From an optimization exercise on the open Yosys and OpenROAD flow, aimed at small area, a short achievable clock period and few clock cycles per item; shortcuts taken in it are not production practice. The RTL was checked by simulation tests, not by an equivalence proof against the original design. No activity file was given, so power comes from the tool's default toggle rates. The flow treats the clock pin as an ideal source, which a real chip does not have.

== run a ==
==> flow/design.v <==
module cobs_sample_framer #(
  parameter int SAMPLES_PER_FRAME = 63
) (
  input  logic        clk,
  input  logic        rst,
  input  logic [31:0] s_tdata,
  input  logic        s_tvalid,
  output logic        s_tready,
  output logic [7:0]  m_tdata,
  output logic        m_tvalid,
  input  logic        m_tready
);
  localparam int FB = 4 * SAMPLES_PER_FRAME;   
  localparam int NS = FB + 2;                  
  localparam int SD = FB;                      
  localparam int SC = FB + 1;                  
  localparam int SW = 8;                       
  localparam int TL = 6;                       
  localparam int TN = 1 << TL;                 
  localparam int KW = TN - 3;                  
  localparam int KA = NS - 2 - KW;             
  localparam int DA = NS - KA;                 
  logic [8*NS-1:0] ring;
  logic [SW-1:0]   s_q, s_d;        
  logic [7:0]      in_byte;
  logic [7:0]      wbyte;
  logic            wen;
  logic [SW-1:0]   wb_q, wb_d;      
  logic            ahd_q, ahd_d;    
  logic            wok_q, wok_d;    
  logic            srdy_q, srdy_d;
  logic [5:0]      run_q, run_d;    
  logic [SW-1:0]   rs_q, rs_d;      
  logic [SW-1:0]   dl_q, dl_d;      
  logic            al_q, al_d;      
  logic            ok_q, ok_d;      
  logic            nf_q, nf_d;      
  logic [7:0]      ob_q, ob_d;      
  logic            sc_q, sc_d;      
  logic [7:0]      sn_q, sn_d;      
  logic            lk_q, lk_d;      
  logic [7:0]      md_q, md_d;      
  logic            mv_q, mv_d;
  logic            take;            
  logic            pop;
  assign s_tready = srdy_q;
  assign m_tdata  = md_q;
  assign m_tvalid = mv_q;
  assign in_byte = s_tdata[{wb_q[1:0], 3'b000} +: 8];
  assign wen     = wok_q && s_tvalid;
  assign wbyte   = (s_q == SW'(SD)) ? 8'h00 : (wen ? in_byte : ring[7:0]);
  assign pop     = mv_q && m_tready;
  assign take    = ok_q && (!mv_q || m_tready);
  logic [TN-1:0] leaf;
  always_comb begin
    leaf = '0;
    for (int d = 1; d <= KW; d++) leaf[d] = (ring[8*(KA+1+d) +: 8] == 8'h00);
  end
  genvar l, n;
  generate
    for (l = 0; l <= TL; l++) begin : lv
      logic [(TN >> l)-1:0] v;
      logic [(l > 0 ? l : 1)-1:0] ix [TN >> l];
      if (l == 0) begin : g0
        assign v = leaf;
        for (n = 0; n < TN; n++) begin : gn
          assign ix[n] = 1'b0;
        end
      end else begin : gl
        for (n = 0; n < (TN >> l); n++) begin : gn
          assign v[n] = lv[l-1].v[2*n] | lv[l-1].v[2*n+1];
          if (l == 1) begin : g1
            assign ix[n] = !lv[l-1].v[2*n];
          end else begin : g2
            assign ix[n] = lv[l-1].v[2*n] ? {1'b0, lv[l-1].ix[2*n]} : {1'b1, lv[l-1].ix[2*n+1]};
          end
        end
      end
    end
  endgenerate
  logic [SW-1:0] wb_w [2];          
  logic          ah_w [2];
  logic          wk_w [2];
  logic          sr_w [2];
  always_comb begin
    logic [SW-1:0] rsn, wbn;
    logic          ahn;
    logic          is_sc, is_sd, ncode, wrt, fnd, zf;
    logic [7:0]    byt, cod, sn;
    s_d   = (s_q == SW'(NS - 1)) ? '0 : s_q + SW'(1);
    run_d = (wen || s_q >= SW'(SD)) ? ((run_q == 6'h3f) ? run_q : run_q + 6'd1) : 6'd0;
    rsn  = (rs_q == SW'(NS - 1)) ? '0 : rs_q + SW'(1);
    rs_d = take ? rsn : rs_q;
    dl_d = take ? dl_q : ((dl_q == '0) ? SW'(NS - 1) : dl_q - SW'(1));
    al_d = take || (dl_q == SW'(KA + 1));
    is_sc = take ? (rs_q == SW'(SC - 1)) : (rs_q == SW'(SC));
    is_sd = take ? (rs_q == SW'(SD - 1)) : (rs_q == SW'(SD));
    sn   = sc_q ? sn_q : 8'(NS - 1 - KA);
    sc_d = 1'b0;
    sn_d = sn_q;
    lk_d = lk_q && !take;
    if (sc_q || (al_q && nf_q && !lk_q)) begin
      if (ahd_q || run_q != 6'd0) begin
        if (ring[8*(NS-1) +: 8] == 8'h00) begin
          lk_d = 1'b1;
          sn_d = sn;
        end else begin
          sc_d = 1'b1;
          sn_d = sn + 8'd1;
        end
      end
    end
    ahn = ahd_q && !(take && rs_q == SW'(SD));
    for (int w = 0; w < 2; w++) begin
      wbn = wb_q;
      if (w == 1) wbn = (wb_q == SW'(FB - 1)) ? SW'(SD) : wb_q + SW'(1);
      wb_w[w] = wbn;
      ah_w[w] = ahn;
      if (wbn == SW'(SD) && !ahn) begin
        wb_w[w] = '0;
        ah_w[w] = 1'b1;
      end
    end
    wb_d  = wen ? wb_w[1] : wb_w[0];
    ahd_d = wen ? ah_w[1] : ah_w[0];
    byt   = ring[8*(KA+1) +: 8];
    zf    = (byt == 8'h00);
    cod   = 8'(lv[TL].ix[0]);
    fnd   = lv[TL].v[0];
    wrt   = ahd_d || (run_d >= 6'(DA));
    ncode = is_sc || (zf && !is_sd);
    ob_d  = ncode ? (lk_d ? sn_d : cod) : byt;
    ok_d  = al_d && wrt && (!ncode || fnd || lk_d);
    nf_d  = al_d && wrt && ncode && !fnd && !lk_d;
    md_d = take ? ob_q : md_q;
    mv_d = take || (mv_q && !pop);
    for (int w = 0; w < 2; w++) begin
      wk_w[w] = (s_d == wb_w[w]) && (wb_w[w] != SW'(SD)) &&
                (!ah_w[w] || (rs_d != SW'(SC) && wb_w[w] != rs_d));
      sr_w[w] = wk_w[w] && (wb_w[w][1:0] == 2'd3);
    end
    wok_d  = wen ? wk_w[1] : wk_w[0];
    srdy_d = wen ? sr_w[1] : sr_w[0];
  end
  always_ff @(posedge clk) begin
    ring <= {wbyte, ring[8*NS-1:8]};
    ob_q <= ob_d;
    sn_q <= sn_d;
    md_q <= md_d;
    if (rst) begin
      s_q    <= '0;
      wb_q   <= '0;
      ahd_q  <= 1'b0;
      wok_q  <= 1'b1;
      srdy_q <= 1'b0;
      run_q  <= 6'd1;
      rs_q   <= SW'(SC);
      dl_q   <= SW'(SC);
      al_q   <= 1'b0;
      ok_q   <= 1'b0;
      nf_q   <= 1'b0;
      sc_q   <= 1'b0;
      lk_q   <= 1'b0;
      mv_q   <= 1'b0;
    end else begin
      s_q    <= s_d;
      wb_q   <= wb_d;
      ahd_q  <= ahd_d;
      wok_q  <= wok_d;
      srdy_q <= srdy_d;
      run_q  <= run_d;
      rs_q   <= rs_d;
      dl_q   <= dl_d;
      al_q   <= al_d;
      ok_q   <= ok_d;
      nf_q   <= nf_d;
      sc_q   <= sc_d;
      lk_q   <= lk_d;
      mv_q   <= mv_d;
    end
  end
endmodule
Settings: LEC_CHECK=0, CAP_MARGIN=20, CORE_MARGIN=2, CORE_UTILIZATION=60, CTS_BUF_LIST=sky130_fd_sc_hd__clkbuf_16, CTS_CLUSTER_DIAMETER=100, CTS_CLUSTER_SIZE=30, SLEW_MARGIN=20; clock period 8.0 ns.
standard.sh (not shown) runs the stock make flow with config.mk's settings and CLKGATE_MAP_FILE= SYNTH_SCRIPT=/design/flow/synth_recipe.tcl, a recipe that flattens the netlist after the stock synthesis.
==> flow/flow/run.sh <==
#!/bin/bash
set -euo pipefail
bash standard.sh SETUP_SLACK_MARGIN=5.3 \
  "CTS_ARGS=-sink_clustering_enable -repair_clock_nets -sink_clustering_size 30 -sink_clustering_max_diameter 100 -buf_list sky130_fd_sc_hd__clkbuf_16 -dont_use_dummy_load" \
  finish > layout.log 2>&1
Testbench counts of run a, summed over its fixed seeds: cycles 16,760, samples 4,032.
Modified inputs, run b compared to run a
-- flow/design.v --
<<< run a, line 21
  localparam int KA = NS - 2 - KW;             
  localparam int DA = NS - KA;                 
  logic [8*NS-1:0] ring;
  logic [SW-1:0]   s_q, s_d;        
>>> run b, line 21
  localparam int KA = NS - 2 - KW;             
  localparam int DA = NS - KA;                 
  localparam int K  = 2;                       
  logic [8*NS-1:0] ring;
  logic [SW-1:0]   s_q, s_d;        
<<< run a, line 40
  logic [7:0]      sn_q, sn_d;      
  logic            lk_q, lk_d;      
  logic [7:0]      md_q, md_d;      
  logic            mv_q, mv_d;
  logic            take;            
  logic            pop;
  assign s_tready = srdy_q;
  assign m_tdata  = md_q;
  assign m_tvalid = mv_q;
  assign in_byte = s_tdata[{wb_q[1:0], 3'b000} +: 8];
  assign wen     = wok_q && s_tvalid;
  assign wbyte   = (s_q == SW'(SD)) ? 8'h00 : (wen ? in_byte : ring[7:0]);
  assign pop     = mv_q && m_tready;
  assign take    = ok_q && (!mv_q || m_tready);
  logic [TN-1:0] leaf;
  always_comb begin
>>> run b, line 41
  logic [7:0]      sn_q, sn_d;      
  logic            lk_q, lk_d;      
  logic [7:0]      lc_q, lc_d;      
  logic [7:0]      fd_q [K];
  logic [7:0]      fd_d [K];
  logic [K-1:0]    fv_q, fv_d;      
  logic            take;            
  logic            pop;
  assign s_tready = srdy_q;
  assign m_tdata  = fd_q[0];
  assign m_tvalid = fv_q[0];
  assign in_byte = s_tdata[{wb_q[1:0], 3'b000} +: 8];
  assign wen     = wok_q && s_tvalid;
  assign wbyte   = (s_q == SW'(SD)) ? 8'h00 : (wen ? in_byte : ring[7:0]);
  assign take    = ok_q && !fv_q[K-1];
  assign pop     = fv_q[0] && m_tready;
  logic [TN-1:0] leaf;
  always_comb begin
<<< run a, line 100
    sn_d = sn_q;
    lk_d = lk_q && !take;
    if (sc_q || (al_q && nf_q && !lk_q)) begin
      if (ahd_q || run_q != 6'd0) begin
        if (ring[8*(NS-1) +: 8] == 8'h00) begin
          lk_d = 1'b1;
          sn_d = sn;
        end else begin
          sc_d = 1'b1;
>>> run b, line 103
    sn_d = sn_q;
    lk_d = lk_q && !take;
    lc_d = lc_q;
    if (sc_q || (al_q && nf_q && !lk_q)) begin
      if (ahd_q || run_q != 6'd0) begin
        if (ring[8*(NS-1) +: 8] == 8'h00) begin
          lk_d = 1'b1;
          lc_d = sn;
        end else begin
          sc_d = 1'b1;
<<< run a, line 130
    wrt   = ahd_d || (run_d >= 6'(DA));
    ncode = is_sc || (zf && !is_sd);
    ob_d  = ncode ? (lk_d ? sn_d : cod) : byt;
    ok_d  = al_d && wrt && (!ncode || fnd || lk_d);
    nf_d  = al_d && wrt && ncode && !fnd && !lk_d;
    md_d = take ? ob_q : md_q;
    mv_d = take || (mv_q && !pop);
    for (int w = 0; w < 2; w++) begin
      wk_w[w] = (s_d == wb_w[w]) && (wb_w[w] != SW'(SD)) &&
>>> run b, line 134
    wrt   = ahd_d || (run_d >= 6'(DA));
    ncode = is_sc || (zf && !is_sd);
    ob_d  = ncode ? (lk_d ? lc_d : cod) : byt;
    ok_d  = al_d && wrt && (!ncode || fnd || lk_d);
    nf_d  = al_d && wrt && ncode && !fnd && !lk_d;
    fv_d = fv_q;
    for (int i = 0; i < K; i++) fd_d[i] = fd_q[i];
    if (pop) begin
      for (int i = 0; i < K - 1; i++) fd_d[i] = fd_q[i + 1];
      fv_d = fv_q >> 1;
    end
    if (take) begin
      if (!fv_d[0]) fd_d[0] = ob_q;
      for (int i = 1; i < K; i++)
        if (!fv_d[i] && fv_d[i - 1]) fd_d[i] = ob_q;
      fv_d = {fv_d[K-2:0], 1'b1};
    end
    for (int w = 0; w < 2; w++) begin
      wk_w[w] = (s_d == wb_w[w]) && (wb_w[w] != SW'(SD)) &&
<<< run a, line 147
    ob_q <= ob_d;
    sn_q <= sn_d;
    md_q <= md_d;
    if (rst) begin
      s_q    <= '0;
>>> run b, line 161
    ob_q <= ob_d;
    sn_q <= sn_d;
    lc_q <= lc_d;
    for (int i = 0; i < K; i++) fd_q[i] <= fd_d[i];
    if (rst) begin
      s_q    <= '0;
<<< run a, line 162
      sc_q   <= 1'b0;
      lk_q   <= 1'b0;
      mv_q   <= 1'b0;
    end else begin
      s_q    <= s_d;
>>> run b, line 177
      sc_q   <= 1'b0;
      lk_q   <= 1'b0;
      fv_q   <= '0;
    end else begin
      s_q    <= s_d;
<<< run a, line 177
      sc_q   <= sc_d;
      lk_q   <= lk_d;
      mv_q   <= mv_d;
    end
  end
>>> run b, line 192
      sc_q   <= sc_d;
      lk_q   <= lk_d;
      fv_q   <= fv_d;
    end
  end
==> comparison <==
- Setup slack in run b is 0.29 ns above run a.
- Changes observed in run b relative to run a: non-clock buffer total of the final layout went up by 8; non-filler instance count after layout went up by about 3.4%; layout overhead on the synthesized area went down by 0.26 points; via density per instance went up by 2.0%.
- Relative to run a, average detailed-routed wire length per instance has increased by about 4% in run b.
- Run b against run a: relative contribution of combinational cells to total power saw an increase; global placer's final weighted congestion saw a decrease; count of buffers added by post-CTS timing repair for setup saw a decrease.
- Higher overall die area among run b and run a: run b
- Run a reports its critical-path cell with the highest stage delay as o31a_1 while run b reports dfxtp_2.
Testbench counts of run b, summed over its fixed seeds: cycles 16,760, samples 4,032.

static timing again, ports no longer ideal:
The results above use ideal ports. As a check the final layouts listed here were re-extracted and re-timed, cells and wires unchanged.
Step 1: set_driving_cell puts a clkbuf_16 on clk and a buf_2 on each other input, an assumption about the parent block.
Step 2 also shifts input and output timing later by t, the mid clock arrival at the registers, as if the neighbouring blocks saw the same clock.
Slacks: no drivers / after step 1 / after step 2; pairs: no drivers / after step 1.
run	shift t [ns]	setup WS [ns]	latest minus earliest clock arrival (ns)	slew at the worst register clock pin (ns)	cell pins on the clock port's net
run a	0.684	4.974 / 4.985 / 4.304	0.096 / 0.097	0.11 / 0.11	1
run b	0.689	5.262 / 5.194 / 4.595	0.082 / 0.082	0.12 / 0.12	1
After both steps every run listed still meets setup and hold. The setup slack of run a, which loses most, moves by +0.011 ns with the drivers and by -0.670 ns with both steps.
